What follows belongs to an exercise in optimizing a design on an open flow for small area; a production flow would make more cautious choices.
The RTL was checked by simulation tests, not by an equivalence proof against the original design.
Power is estimated from default activity; no workload was simulated.

alpha:
==> module mapping_table, before the edit <==
module mapping_table (
  input  logic                        clk,
  input  logic                        rst_n,
  input  logic                        add_mapping,   
  input  active_list_pkg::map_pair_t  alloc_pair,
  input  logic                        wb_valid,      
  input  logic                        head_done,     
  input  active_list_pkg::data_t      commit_data,   
  input  logic                        commit_ack,    
  input  logic                        flush,
  input  logic                        queue_full,
  output active_list_pkg::al_index_t  alloc_tag,
  output active_list_pkg::al_index_t  head_tag,
  output logic                        wb_write,
  output logic                        retire,
  output logic                        queue_clear,
  output logic                        commit_valid,
  output active_list_pkg::commit_t    commit,
  output logic                        restore_valid,
  output active_list_pkg::map_pair_t  restore_pair,
  output logic                        flush_busy
);
  localparam int AW = $clog2(32);
  localparam int PW = 2 * 6;
  logic [PW-1:0] pair_mem [32];  
  logic [PW-1:0] pair_rot [32];  
  logic [AW:0]   head;                  
  logic [AW:0]   tail;                  
  logic          walking;
  logic          alloc_accept;
  logic          walk_step;
  logic          list_empty;
  logic [PW-1:0] head_pair;
  assign flush_busy = walking;
  assign list_empty = (head == tail);
  assign alloc_accept = add_mapping && !walking;
  assign wb_write     = wb_valid && !walking && !queue_full;
  assign queue_clear  = flush && !walking;
  assign alloc_tag = tail[AW-1:0];
  assign head_tag  = head[AW-1:0];
  assign commit_valid = !list_empty && !walking && head_done;
  assign head_pair    = pair_mem[head[AW-1:0]];
  assign commit       = {head_pair[6-1:0], commit_data};
  assign retire       = commit_ack && commit_valid;
  always_comb begin
    for (int i = 0; i < 32; i++) begin
      pair_rot[i] = pair_mem[(i + 32 - 1) % 32];
    end
  end
  assign walk_step     = walking && !list_empty;
  assign restore_valid = walk_step;
  assign restore_pair  = pair_rot[tail[AW-1:0]];
  always_ff @(posedge clk or negedge rst_n) begin
    if (!rst_n) begin
      head    <= '0;
      tail    <= '0;
      walking <= 1'b0;
    end else begin
      if (retire) begin
        head <= head + 1'b1;
      end
      if (walk_step) begin
        tail <= tail - 1'b1;
      end else if (alloc_accept) begin
        tail <= tail + 1'b1;
      end
      if (!walking) begin
        walking <= flush;
      end else if (list_empty) begin
        walking <= 1'b0;
      end
    end
  end
  always_ff @(posedge clk) begin
    if (alloc_accept) begin
      pair_mem[tail[AW-1:0]] <= alloc_pair;
    end
  end
endmodule
clock: 7.5 ns
lec_check: 0
cap_margin: 20
core_margin: 2
core_utilization: 40
slew_margin: 20
run.sh (not shown) runs the stock make flow with config.mk's settings and CLKGATE_MAP_FILE= SYNTH_SCRIPT=/design/flow/synth_recipe.tcl, a recipe that flattens the netlist after the stock synthesis.
Changes in beta relative to alpha:
==> flow/design.v, changed modules only <==
module mapping_table (
  input  logic                        clk,
  input  logic                        rst_n,
  input  logic                        add_mapping,   
  input  active_list_pkg::map_pair_t  alloc_pair,
  input  logic                        wb_valid,      
  input  logic                        head_done,     
  input  active_list_pkg::data_t      commit_data,   
  input  logic                        commit_ack,    
  input  logic                        flush,
  input  logic                        queue_full,
  output active_list_pkg::al_index_t  alloc_tag,
  output active_list_pkg::al_index_t  head_tag,
  output logic                        wb_write,
  output logic                        retire,
  output logic                        queue_clear,
  output logic                        commit_valid,
  output active_list_pkg::commit_t    commit,
  output logic                        restore_valid,
  output active_list_pkg::map_pair_t  restore_pair,
  output logic                        flush_busy
);
  localparam int AW = $clog2(32);
  localparam int PW = 2 * 6;
  logic [PW-1:0] pair_mem [32];  
  logic [AW-1:0] rd_index;              
  logic [32-1:0] rd_sel;         
  logic [PW-1:0] rd_pair;
  logic [AW:0]   head;                  
  logic [AW:0]   tail;                  
  logic          walking;
  logic          alloc_accept;
  logic          walk_step;
  logic          list_empty;
  assign flush_busy = walking;
  assign list_empty = (head == tail);
  assign alloc_accept = add_mapping && !walking;
  assign wb_write     = wb_valid && !walking && !queue_full;
  assign queue_clear  = flush && !walking;
  assign alloc_tag = tail[AW-1:0];
  assign head_tag  = head[AW-1:0];
  assign commit_valid = !list_empty && !walking && head_done;
  assign rd_index = walking ? (tail[AW-1:0] - 1'b1) : head[AW-1:0];
  always_comb begin
    rd_pair = '0;
    for (int i = 0; i < 32; i++) begin
      rd_sel[i] = (rd_index == AW'(i));
      rd_pair   = rd_pair | ({PW{rd_sel[i]}} & pair_mem[i]);
    end
  end
  assign restore_pair = rd_pair;
  assign commit       = {rd_pair[6-1:0], commit_data};
  assign retire       = commit_ack && commit_valid;
  assign walk_step     = walking && !list_empty;
  assign restore_valid = walk_step;
  always_ff @(posedge clk or negedge rst_n) begin
    if (!rst_n) begin
      head    <= '0;
      tail    <= '0;
      walking <= 1'b0;
    end else begin
      if (retire) begin
        head <= head + 1'b1;
      end
      if (walk_step) begin
        tail <= tail - 1'b1;
      end else if (alloc_accept) begin
        tail <= tail + 1'b1;
      end
      if (!walking) begin
        walking <= flush;
      end else if (list_empty) begin
        walking <= 1'b0;
      end
    end
  end
  always_ff @(posedge clk) begin
    if (alloc_accept) begin
      pair_mem[tail[AW-1:0]] <= alloc_pair;
    end
  end
endmodule
### Flow results
Looking at the reports, beta completed the entire flow and the layout it produced met the timing, DRC and antenna checks.
beta ended up with a lower proportion of power drawn by the clock network than alpha did.
Against alpha as the reference, beta delivers a lower tap cell count.
Looking at total die area across alpha and beta, the one that comes out higher is alpha.
Design area delta (beta − alpha): favourable
Comparing alpha and beta, netlist area before placement is higher on alpha.
Compared with alpha, beta shows a higher ratio of total power to cell area.
In the metrics for alpha and beta, the one carrying the lower number of placed instances with taps included is beta.
Taking alpha as the reference, in beta multi-input gate count shows a reduction of about 3.5%; number of enable flip-flop cells after synthesis ~0 delta.

-- what the ideal ports hide --
Ports are ideal in the flow. The routed layouts listed here were re-timed in OpenROAD.
Step 1, drivers: a clkbuf_16 drives clk and a buf_2 each remaining input, both assumed.
Step 2 also shifts input and output timing later by t, the mid clock arrival at the registers, as if the neighbouring blocks saw the same clock.
a / b / c = ideal ports / drivers / drivers and shift; a / b = the first two.
run	t, ns	setup slack, ns	slew at the worst register clock pin (ns)
alpha	0.678	1.123 / 1.062 / 1.740	0.06 / 0.06
beta	0.673	1.018 / 0.956 / 1.628	0.06 / 0.06
After both steps every run listed still meets setup and hold.
